What follows belongs to an exercise in optimizing a design on an open flow for small area; a production flow would make more cautious choices.
Function was checked by simulation only, so behaviour that the tests miss may differ from the original.

==> trial 24: inputs <==
==> flow/design.v <==
package wb_regfile_pkg;
  localparam int DATA_W = 32;
  localparam int ADDR_W = 5;
  localparam int NUM_REGS = 1 << ADDR_W;
  typedef logic [DATA_W-1:0] word_t;
  typedef logic [ADDR_W-1:0] addr_t;
  localparam word_t ZERO_WORD = '0;
  localparam addr_t REG_ZERO = '0;
endpackage
module wb_llbit_reg (
  input  logic clk,
  input  logic rst,
  input  logic flush_i,
  input  logic we_i,
  input  logic value_i,
  output logic llbit_o
);
  logic llbit_q, llbit_d;
  always_comb llbit_d = (rst || flush_i) ? 1'b0 : we_i ? value_i : llbit_q;
  always_ff @(posedge clk) llbit_q <= llbit_d;
  assign llbit_o = llbit_d;
endmodule
module wb_regfile (
  input  logic              clk,
  input  logic              rst,
  input  logic              wb_we,
  input  logic [wb_regfile_pkg::ADDR_W-1:0] wb_waddr,
  input  logic [wb_regfile_pkg::DATA_W-1:0] wb_wdata,
  input  logic              wb_whilo,
  input  logic [wb_regfile_pkg::DATA_W-1:0] wb_hi,
  input  logic [wb_regfile_pkg::DATA_W-1:0] wb_lo,
  input  logic              wb_LLbit_we,
  input  logic              wb_LLbit_value,
  input  logic              flush,
  input  logic              re1,
  input  logic              re2,
  input  logic [wb_regfile_pkg::ADDR_W-1:0] raddr1,
  input  logic [wb_regfile_pkg::ADDR_W-1:0] raddr2,
  output logic [wb_regfile_pkg::DATA_W-1:0] rdata1,
  output logic [wb_regfile_pkg::DATA_W-1:0] rdata2,
  output logic [wb_regfile_pkg::DATA_W-1:0] hi_o,
  output logic [wb_regfile_pkg::DATA_W-1:0] lo_o,
  output logic              LLbit_o
);
  localparam int N = wb_regfile_pkg::NUM_REGS;
  localparam int W = wb_regfile_pkg::DATA_W;
  wb_regfile_pkg::word_t regs_q [1:N-1];
  wb_regfile_pkg::word_t hi_q, lo_q;
  logic [N-1:1] wsel, hold;
  for (genvar r = 1; r < N; r++) begin : g_wdec
    assign wsel[r] = !rst && wb_we && (wb_waddr == r);
    assign hold[r] = !rst && !(wb_we && (wb_waddr == r));
  end
  wire hl_w = !rst && wb_whilo;
  wire hl_h = !rst && !wb_whilo;
  wb_regfile_pkg::word_t regs_d [1:N-1];
  wb_regfile_pkg::word_t hi_d, lo_d;
  for (genvar b = 0; b < W; b++) begin : g_nxt
    for (genvar r = 1; r < N; r++) begin : g_reg
      wb_ao22 u_nxt (.a_i(regs_q[r][b]), .b_i(hold[r]), .c_i(wb_wdata[b]), .d_i(wsel[r]),
                     .y_o(regs_d[r][b]));
    end
    wb_ao22 u_hi (.a_i(hi_q[b]), .b_i(hl_h), .c_i(wb_hi[b]), .d_i(hl_w), .y_o(hi_d[b]));
    wb_ao22 u_lo (.a_i(lo_q[b]), .b_i(hl_h), .c_i(wb_lo[b]), .d_i(hl_w), .y_o(lo_d[b]));
  end
  always_ff @(posedge clk) begin
    for (int r = 1; r < N; r++) regs_q[r] <= regs_d[r];
    hi_q <= hi_d;
    lo_q <= lo_d;
  end
  logic re [2];
  wb_regfile_pkg::addr_t raddr [2];
  wb_regfile_pkg::word_t rdata [2];
  assign re[0] = re1;
  assign re[1] = re2;
  assign raddr[0] = raddr1;
  assign raddr[1] = raddr2;
  for (genvar k = 0; k < 2; k++) begin : g_rd
    wire live = !rst && re[k] && raddr[k] != wb_regfile_pkg::REG_ZERO;
    wire byp  = live && wb_we && raddr[k] == wb_waddr;
    wire rd   = live && !byp;
    logic [N-1:1] rsel;
    always_comb
      for (int r = 1; r < N; r++) rsel[r] = rd && (raddr[k] == r);
    for (genvar b = 0; b < W; b++) begin : g_bit
      logic [N-1:0] col;
      assign col[0] = wb_wdata[b];
      for (genvar r = 1; r < N; r++) begin : g_col
        assign col[r] = regs_q[r][b];
      end
      wb_rd_mux u_mux (.d_i(col), .sel_i({rsel, byp}), .y_o(rdata[k][b]));
    end
  end
  assign rdata1 = rdata[0];
  assign rdata2 = rdata[1];
  assign hi_o = hi_q;
  assign lo_o = lo_q;
  wb_llbit_reg u_llbit (
    .clk     (clk),
    .rst     (rst),
    .flush_i (flush),
    .we_i    (wb_LLbit_we),
    .value_i (wb_LLbit_value),
    .llbit_o (LLbit_o)
  );
endmodule
module wb_rd_mux (
  input  logic [wb_regfile_pkg::NUM_REGS-1:0] d_i,
  input  logic [wb_regfile_pkg::NUM_REGS-1:0] sel_i,
  output logic                                y_o
);
  logic [10:0] n;
  for (genvar g = 0; g < 10; g++) begin : g_grp
    wb_aoi222 u_aoi (.a_i(d_i[3*g+:3]), .b_i(sel_i[3*g+:3]), .y_o(n[g]));
  end
  wb_aoi22 u_aoi22 (.a_i(d_i[31:30]), .b_i(sel_i[31:30]), .y_o(n[10]));
  logic [2:0] m;
  wb_nand4 u_n0 (.a_i(n[3:0]), .y_o(m[0]));
  wb_nand4 u_n1 (.a_i(n[7:4]), .y_o(m[1]));
  wb_nand3 u_n2 (.a_i(n[10:8]), .y_o(m[2]));
  wb_or3 u_or (.a_i(m), .y_o(y_o));
endmodule
module wb_aoi222 (
  input  logic [2:0] a_i,
  input  logic [2:0] b_i,
  output logic       y_o
);
  assign y_o = ~|(a_i & b_i);
endmodule
module wb_ao22 (
  input  logic a_i,
  input  logic b_i,
  input  logic c_i,
  input  logic d_i,
  output logic y_o
);
  assign y_o = (a_i & b_i) | (c_i & d_i);
endmodule
module wb_aoi22 (
  input  logic [1:0] a_i,
  input  logic [1:0] b_i,
  output logic       y_o
);
  assign y_o = ~|(a_i & b_i);
endmodule
module wb_nand4 (
  input  logic [3:0] a_i,
  output logic       y_o
);
  assign y_o = ~&a_i;
endmodule
module wb_nand3 (
  input  logic [2:0] a_i,
  output logic       y_o
);
  assign y_o = ~&a_i;
endmodule
module wb_or3 (
  input  logic [2:0] a_i,
  output logic       y_o
);
  assign y_o = |a_i;
endmodule
==> flow/run.sh <==
#!/bin/bash
# synth_recipe.tcl (not shown) runs the flow's synth.tcl, then flattens the netlist and writes it again
# the make line also repeats each setting of config.mk as NAME=value (left out here)
make -C /OpenROAD-flow-scripts/flow DESIGN_CONFIG=/design/flow/config.mk WORK_HOME=/design/flow/orfs CLKGATE_MAP_FILE= SYNTH_SCRIPT=/design/flow/synth_recipe.tcl finish
==> flow/config.mk <==
export PLATFORM = sky130hd
export DESIGN_NAME = wb_regfile
export DESIGN_NICKNAME = wb_regfile
export VERILOG_FILES = /design/flow/design.v
export SDC_FILE = /design/flow/constraint.sdc
export NUM_CORES = 4
export LEC_CHECK = 0
export CAP_MARGIN = 20
export CORE_MARGIN = 2
export CORE_UTILIZATION = 40
export SLEW_MARGIN = 20
export SYNTH_HIERARCHICAL = 1
==> flow/constraint.sdc <==
create_clock -name core_clock -period 10.0 [get_ports {clk}]
set_input_delay 2.0000 -clock core_clock [delete_from_list [all_inputs] [get_ports {clk}]]
set_output_delay 2.0000 -clock core_clock [all_outputs]
set_load 0.01 [all_outputs]
==> build 42 (differences from trial 24) <==
--- a/flow/design.v
+++ b/flow/design.v
@@ -48,9 +48,27 @@
   wb_regfile_pkg::word_t hi_q, lo_q;
-  logic [N-1:1] wsel, hold;
+  logic [N-1:1] wsel_n, hold_n;
+  logic [N-1:1] wsel [2], hold [2];
+  logic [3:0] wlo;
+  logic [7:0] whi;
+  wire w_en = wb_we && !rst;
+  for (genvar i = 0; i < 4; i++) begin : g_wlo
+    assign wlo[i] = w_en && (wb_waddr[1:0] == i);
+  end
+  for (genvar j = 0; j < 8; j++) begin : g_whi
+    assign whi[j] = (wb_waddr[4:2] == j);
+  end
+  wire rst_n = !rst;
   for (genvar r = 1; r < N; r++) begin : g_wdec
-    assign wsel[r] = !rst && wb_we && (wb_waddr == r);
-    assign hold[r] = !rst && !(wb_we && (wb_waddr == r));
-  end
-  wire hl_w = !rst && wb_whilo;
-  wire hl_h = !rst && !wb_whilo;
+    wb_nand2 u_wsn (.a_i(wlo[r%4]), .b_i(whi[r/4]), .y_o(wsel_n[r]));
+    wb_nand2 u_hdn (.a_i(rst_n), .b_i(wsel_n[r]), .y_o(hold_n[r]));
+    for (genvar h = 0; h < 2; h++) begin : g_half
+      wb_inv u_ws (.a_i(wsel_n[r]), .y_o(wsel[h][r]));
+      wb_inv u_hd (.a_i(hold_n[r]), .y_o(hold[h][r]));
+    end
+  end
+  logic hl_w [2], hl_h [2];
+  for (genvar h = 0; h < 2; h++) begin : g_hl
+    wb_inv u_hlw (.a_i(!(!rst && wb_whilo)), .y_o(hl_w[h]));
+    wb_inv u_hlh (.a_i(!(!rst && !wb_whilo)), .y_o(hl_h[h]));
+  end
   wb_regfile_pkg::word_t regs_d [1:N-1];
@@ -59,7 +77,7 @@
     for (genvar r = 1; r < N; r++) begin : g_reg
-      wb_ao22 u_nxt (.a_i(regs_q[r][b]), .b_i(hold[r]), .c_i(wb_wdata[b]), .d_i(wsel[r]),
+      wb_ao22 u_nxt (.a_i(regs_q[r][b]), .b_i(hold[b/16][r]), .c_i(wb_wdata[b]), .d_i(wsel[b/16][r]),
                      .y_o(regs_d[r][b]));
     end
-    wb_ao22 u_hi (.a_i(hi_q[b]), .b_i(hl_h), .c_i(wb_hi[b]), .d_i(hl_w), .y_o(hi_d[b]));
-    wb_ao22 u_lo (.a_i(lo_q[b]), .b_i(hl_h), .c_i(wb_lo[b]), .d_i(hl_w), .y_o(lo_d[b]));
+    wb_ao22 u_hi (.a_i(hi_q[b]), .b_i(hl_h[0]), .c_i(wb_hi[b]), .d_i(hl_w[0]), .y_o(hi_d[b]));
+    wb_ao22 u_lo (.a_i(lo_q[b]), .b_i(hl_h[1]), .c_i(wb_lo[b]), .d_i(hl_w[1]), .y_o(lo_d[b]));
   end
@@ -79,7 +97,24 @@
     wire live = !rst && re[k] && raddr[k] != wb_regfile_pkg::REG_ZERO;
-    wire byp  = live && wb_we && raddr[k] == wb_waddr;
-    wire rd   = live && !byp;
-    logic [N-1:1] rsel;
-    always_comb
-      for (int r = 1; r < N; r++) rsel[r] = rd && (raddr[k] == r);
+    wire byp_c = live && wb_we && raddr[k] == wb_waddr;
+    wire rd    = live && !byp_c;
+    logic byp [2];
+    logic [N-1:1] rsel_n;
+    logic [N-1:1] rsel [2];
+    for (genvar h = 0; h < 2; h++) begin : g_half
+      wb_inv u_byp (.a_i(!byp_c), .y_o(byp[h]));
+    end
+    logic [3:0] rlo;
+    logic [7:0] rhi;
+    for (genvar i = 0; i < 4; i++) begin : g_rlo
+      assign rlo[i] = rd && (raddr[k][1:0] == i);
+    end
+    for (genvar j = 0; j < 8; j++) begin : g_rhi
+      assign rhi[j] = (raddr[k][4:2] == j);
+    end
+    for (genvar r = 1; r < N; r++) begin : g_rdec
+      wb_nand2 u_rsn (.a_i(rlo[r%4]), .b_i(rhi[r/4]), .y_o(rsel_n[r]));
+      for (genvar h = 0; h < 2; h++) begin : g_half
+        wb_inv u_rs (.a_i(rsel_n[r]), .y_o(rsel[h][r]));
+      end
+    end
     for (genvar b = 0; b < W; b++) begin : g_bit
@@ -90,3 +125,3 @@
       end
-      wb_rd_mux u_mux (.d_i(col), .sel_i({rsel, byp}), .y_o(rdata[k][b]));
+      wb_rd_mux u_mux (.d_i(col), .sel_i({rsel[b/16], byp[b/16]}), .y_o(rdata[k][b]));
     end
@@ -111,3 +146,3 @@
 );
-  logic [10:0] n;
+  logic [9:0] n;
   for (genvar g = 0; g < 10; g++) begin : g_grp
@@ -115,3 +150,2 @@
   end
-  wb_aoi22 u_aoi22 (.a_i(d_i[31:30]), .b_i(sel_i[31:30]), .y_o(n[10]));
   logic [2:0] m;
@@ -119,3 +153,3 @@
   wb_nand4 u_n1 (.a_i(n[7:4]), .y_o(m[1]));
-  wb_nand3 u_n2 (.a_i(n[10:8]), .y_o(m[2]));
+  wb_nand_aoi u_n2 (.n_i(n[9:8]), .a_i(d_i[31:30]), .b_i(sel_i[31:30]), .y_o(m[2]));
   wb_or3 u_or (.a_i(m), .y_o(y_o));
@@ -138,3 +172,4 @@
 endmodule
-module wb_aoi22 (
+module wb_nand_aoi (
+  input  logic [1:0] n_i,
   input  logic [1:0] a_i,
@@ -143,3 +178,3 @@
 );
-  assign y_o = ~|(a_i & b_i);
+  assign y_o = ~(&n_i & ~|(a_i & b_i));
 endmodule
@@ -151,8 +186,2 @@
 endmodule
-module wb_nand3 (
-  input  logic [2:0] a_i,
-  output logic       y_o
-);
-  assign y_o = ~&a_i;
-endmodule
 module wb_or3 (
@@ -163 +192,14 @@
 endmodule
+module wb_inv (
+  input  logic a_i,
+  output logic y_o
+);
+  assign y_o = ~a_i;
+endmodule
+module wb_nand2 (
+  input  logic a_i,
+  input  logic b_i,
+  output logic y_o
+);
+  assign y_o = ~(a_i & b_i);
+endmodule
==> flow/flow/run.sh (new file) <==
#!/bin/bash
# The standard ORFS layout, with two changes to how it is built:
#  - ports are buffered with the smallest buffer (buf_1) instead of the one
#    buffer_ports picks by itself;
#  - clock tree synthesis clusters more sinks per leaf buffer and inserts no
#    dummy loads.
set -euo pipefail
export BUFFER_PORTS_ARGS="-buffer_cell sky130_fd_sc_hd__buf_1"
export CTS_ARGS="-sink_clustering_enable -repair_clock_nets -sink_clustering_size 24 -sink_clustering_max_diameter 80 -dont_use_dummy_load"
bash standard.sh > standard_flow.log 2>&1
==> flow/standard.sh (new file) <==
#!/bin/bash
# synth_recipe.tcl (not shown) runs the flow's synth.tcl, then flattens the netlist and writes it again
# the make line also repeats each setting of config.mk as NAME=value (left out here)
make -C /OpenROAD-flow-scripts/flow DESIGN_CONFIG=/design/flow/config.mk WORK_HOME=/design/flow/orfs CLKGATE_MAP_FILE= SYNTH_SCRIPT=/design/flow/synth_recipe.tcl "${@:-finish}"
--- a/flow/config.mk
+++ b/flow/config.mk
@@ -7,6 +7,6 @@
 export LEC_CHECK = 0
-export CAP_MARGIN = 20
+export CAP_MARGIN = 5
 export CORE_MARGIN = 2
 export CORE_UTILIZATION = 40
-export SLEW_MARGIN = 20
+export SLEW_MARGIN = 5
 export SYNTH_HIERARCHICAL = 1
removed: flow/run.sh
==> trial 83 (differences from trial 24) <==
--- a/flow/design.v
+++ b/flow/design.v
@@ -48,9 +48,12 @@
   wb_regfile_pkg::word_t hi_q, lo_q;
-  logic [N-1:1] wsel, hold;
+  logic [N-1:1] wsel, hold, wsel_n, hold_n;
   for (genvar r = 1; r < N; r++) begin : g_wdec
-    assign wsel[r] = !rst && wb_we && (wb_waddr == r);
-    assign hold[r] = !rst && !(wb_we && (wb_waddr == r));
+    assign wsel_n[r] = !(!rst && wb_we && (wb_waddr == r));
+    assign hold_n[r] = !(!rst && !(wb_we && (wb_waddr == r)));
+    wb_inv u_ws (.a_i(wsel_n[r]), .y_o(wsel[r]));
+    wb_inv u_hd (.a_i(hold_n[r]), .y_o(hold[r]));
   end
-  wire hl_w = !rst && wb_whilo;
-  wire hl_h = !rst && !wb_whilo;
+  logic hl_w, hl_h;
+  wb_inv u_hlw (.a_i(!(!rst && wb_whilo)), .y_o(hl_w));
+  wb_inv u_hlh (.a_i(!(!rst && !wb_whilo)), .y_o(hl_h));
   wb_regfile_pkg::word_t regs_d [1:N-1];
@@ -79,7 +82,11 @@
     wire live = !rst && re[k] && raddr[k] != wb_regfile_pkg::REG_ZERO;
-    wire byp  = live && wb_we && raddr[k] == wb_waddr;
-    wire rd   = live && !byp;
-    logic [N-1:1] rsel;
-    always_comb
-      for (int r = 1; r < N; r++) rsel[r] = rd && (raddr[k] == r);
+    wire byp_c = live && wb_we && raddr[k] == wb_waddr;
+    wire rd    = live && !byp_c;
+    logic byp;
+    logic [N-1:1] rsel, rsel_n;
+    wb_inv u_byp (.a_i(!byp_c), .y_o(byp));
+    for (genvar r = 1; r < N; r++) begin : g_rdec
+      assign rsel_n[r] = !(rd && (raddr[k] == r));
+      wb_inv u_rs (.a_i(rsel_n[r]), .y_o(rsel[r]));
+    end
     for (genvar b = 0; b < W; b++) begin : g_bit
@@ -111,3 +118,3 @@
 );
-  logic [10:0] n;
+  logic [9:0] n;
   for (genvar g = 0; g < 10; g++) begin : g_grp
@@ -115,3 +122,2 @@
   end
-  wb_aoi22 u_aoi22 (.a_i(d_i[31:30]), .b_i(sel_i[31:30]), .y_o(n[10]));
   logic [2:0] m;
@@ -119,3 +125,3 @@
   wb_nand4 u_n1 (.a_i(n[7:4]), .y_o(m[1]));
-  wb_nand3 u_n2 (.a_i(n[10:8]), .y_o(m[2]));
+  wb_nand_aoi u_n2 (.n_i(n[9:8]), .a_i(d_i[31:30]), .b_i(sel_i[31:30]), .y_o(m[2]));
   wb_or3 u_or (.a_i(m), .y_o(y_o));
@@ -138,3 +144,4 @@
 endmodule
-module wb_aoi22 (
+module wb_nand_aoi (
+  input  logic [1:0] n_i,
   input  logic [1:0] a_i,
@@ -143,3 +150,3 @@
 );
-  assign y_o = ~|(a_i & b_i);
+  assign y_o = ~(&n_i & ~|(a_i & b_i));
 endmodule
@@ -147,8 +154,2 @@
   input  logic [3:0] a_i,
-  output logic       y_o
-);
-  assign y_o = ~&a_i;
-endmodule
-module wb_nand3 (
-  input  logic [2:0] a_i,
   output logic       y_o
@@ -163 +164,7 @@
 endmodule
+module wb_inv (
+  input  logic a_i,
+  output logic y_o
+);
+  assign y_o = ~a_i;
+endmodule
==> flow/flow/run.sh (new file) <==
#!/bin/bash
# The standard ORFS layout, with two changes to how it is built:
#  - ports are buffered with the smallest buffer (buf_1) instead of the one
#    buffer_ports picks by itself;
#  - clock tree synthesis clusters more sinks per leaf buffer and inserts no
#    dummy loads.
set -euo pipefail
export BUFFER_PORTS_ARGS="-buffer_cell sky130_fd_sc_hd__buf_1"
export CTS_ARGS="-sink_clustering_enable -repair_clock_nets -sink_clustering_size 24 -sink_clustering_max_diameter 80 -dont_use_dummy_load"
bash standard.sh > standard_flow.log 2>&1
==> flow/standard.sh (new file) <==
#!/bin/bash
# synth_recipe.tcl (not shown) runs the flow's synth.tcl, then flattens the netlist and writes it again
# the make line also repeats each setting of config.mk as NAME=value (left out here)
make -C /OpenROAD-flow-scripts/flow DESIGN_CONFIG=/design/flow/config.mk WORK_HOME=/design/flow/orfs CLKGATE_MAP_FILE= SYNTH_SCRIPT=/design/flow/synth_recipe.tcl "${@:-finish}"
--- a/flow/config.mk
+++ b/flow/config.mk
@@ -7,6 +7,6 @@
 export LEC_CHECK = 0
-export CAP_MARGIN = 20
+export CAP_MARGIN = 5
 export CORE_MARGIN = 2
 export CORE_UTILIZATION = 40
-export SLEW_MARGIN = 20
+export SLEW_MARGIN = 5
 export SYNTH_HIERARCHICAL = 1
removed: flow/run.sh
==> run notes <==
In flip-flop and latch count, trial 24 and build 42 do not differ. First-iteration DRC count: trial 83 is larger than trial 24 (1.8%). Of trial 83 and trial 24, trial 83 has the higher synthesized cell count (gap 2.1%, measured against trial 24). The lowest register-to-register slack belongs to build 42, the highest to trial 24. Global-route usage: build 42 < trial 83 < trial 24.

[afterwards: timing with drivers on the ports]
The flow's constraints put no driver on any port. The routed layouts listed below were extracted and timed again, unchanged, in two steps.
Step 1 (the two cells are an assumption about what drives the block):
set clk [get_ports {clk}]
set_driving_cell -lib_cell sky130_fd_sc_hd__clkbuf_16 $clk
set_driving_cell -lib_cell sky130_fd_sc_hd__buf_2 [delete_from_list [all_inputs] $clk]
Step 2 moves the port delays by t, midway between the first and last clock arrival at a register: inputs arrive t later, outputs are due t later. That takes back most of the time a late clock gives input paths.
Slacks: ideal ports / drivers / drivers and shift; pairs: ideal ports / drivers.
run | t (ns) | slack for setup (ns) | latest minus earliest clock arrival (ns)
trial 24 | 0.800 | 1.304 / 1.271 / 1.271 | 0.046 / 0.046
build 42 | 0.732 | 1.862 / 1.825 / 1.825 | 0.070 / 0.070
trial 83 | 0.759 | 2.186 / 2.150 / 2.150 | 0.084 / 0.084
After both steps setup and hold are still met in every run listed. For build 42, which loses most, drivers alone change the setup slack by -0.037 ns; drivers and shift together by -0.037 ns.
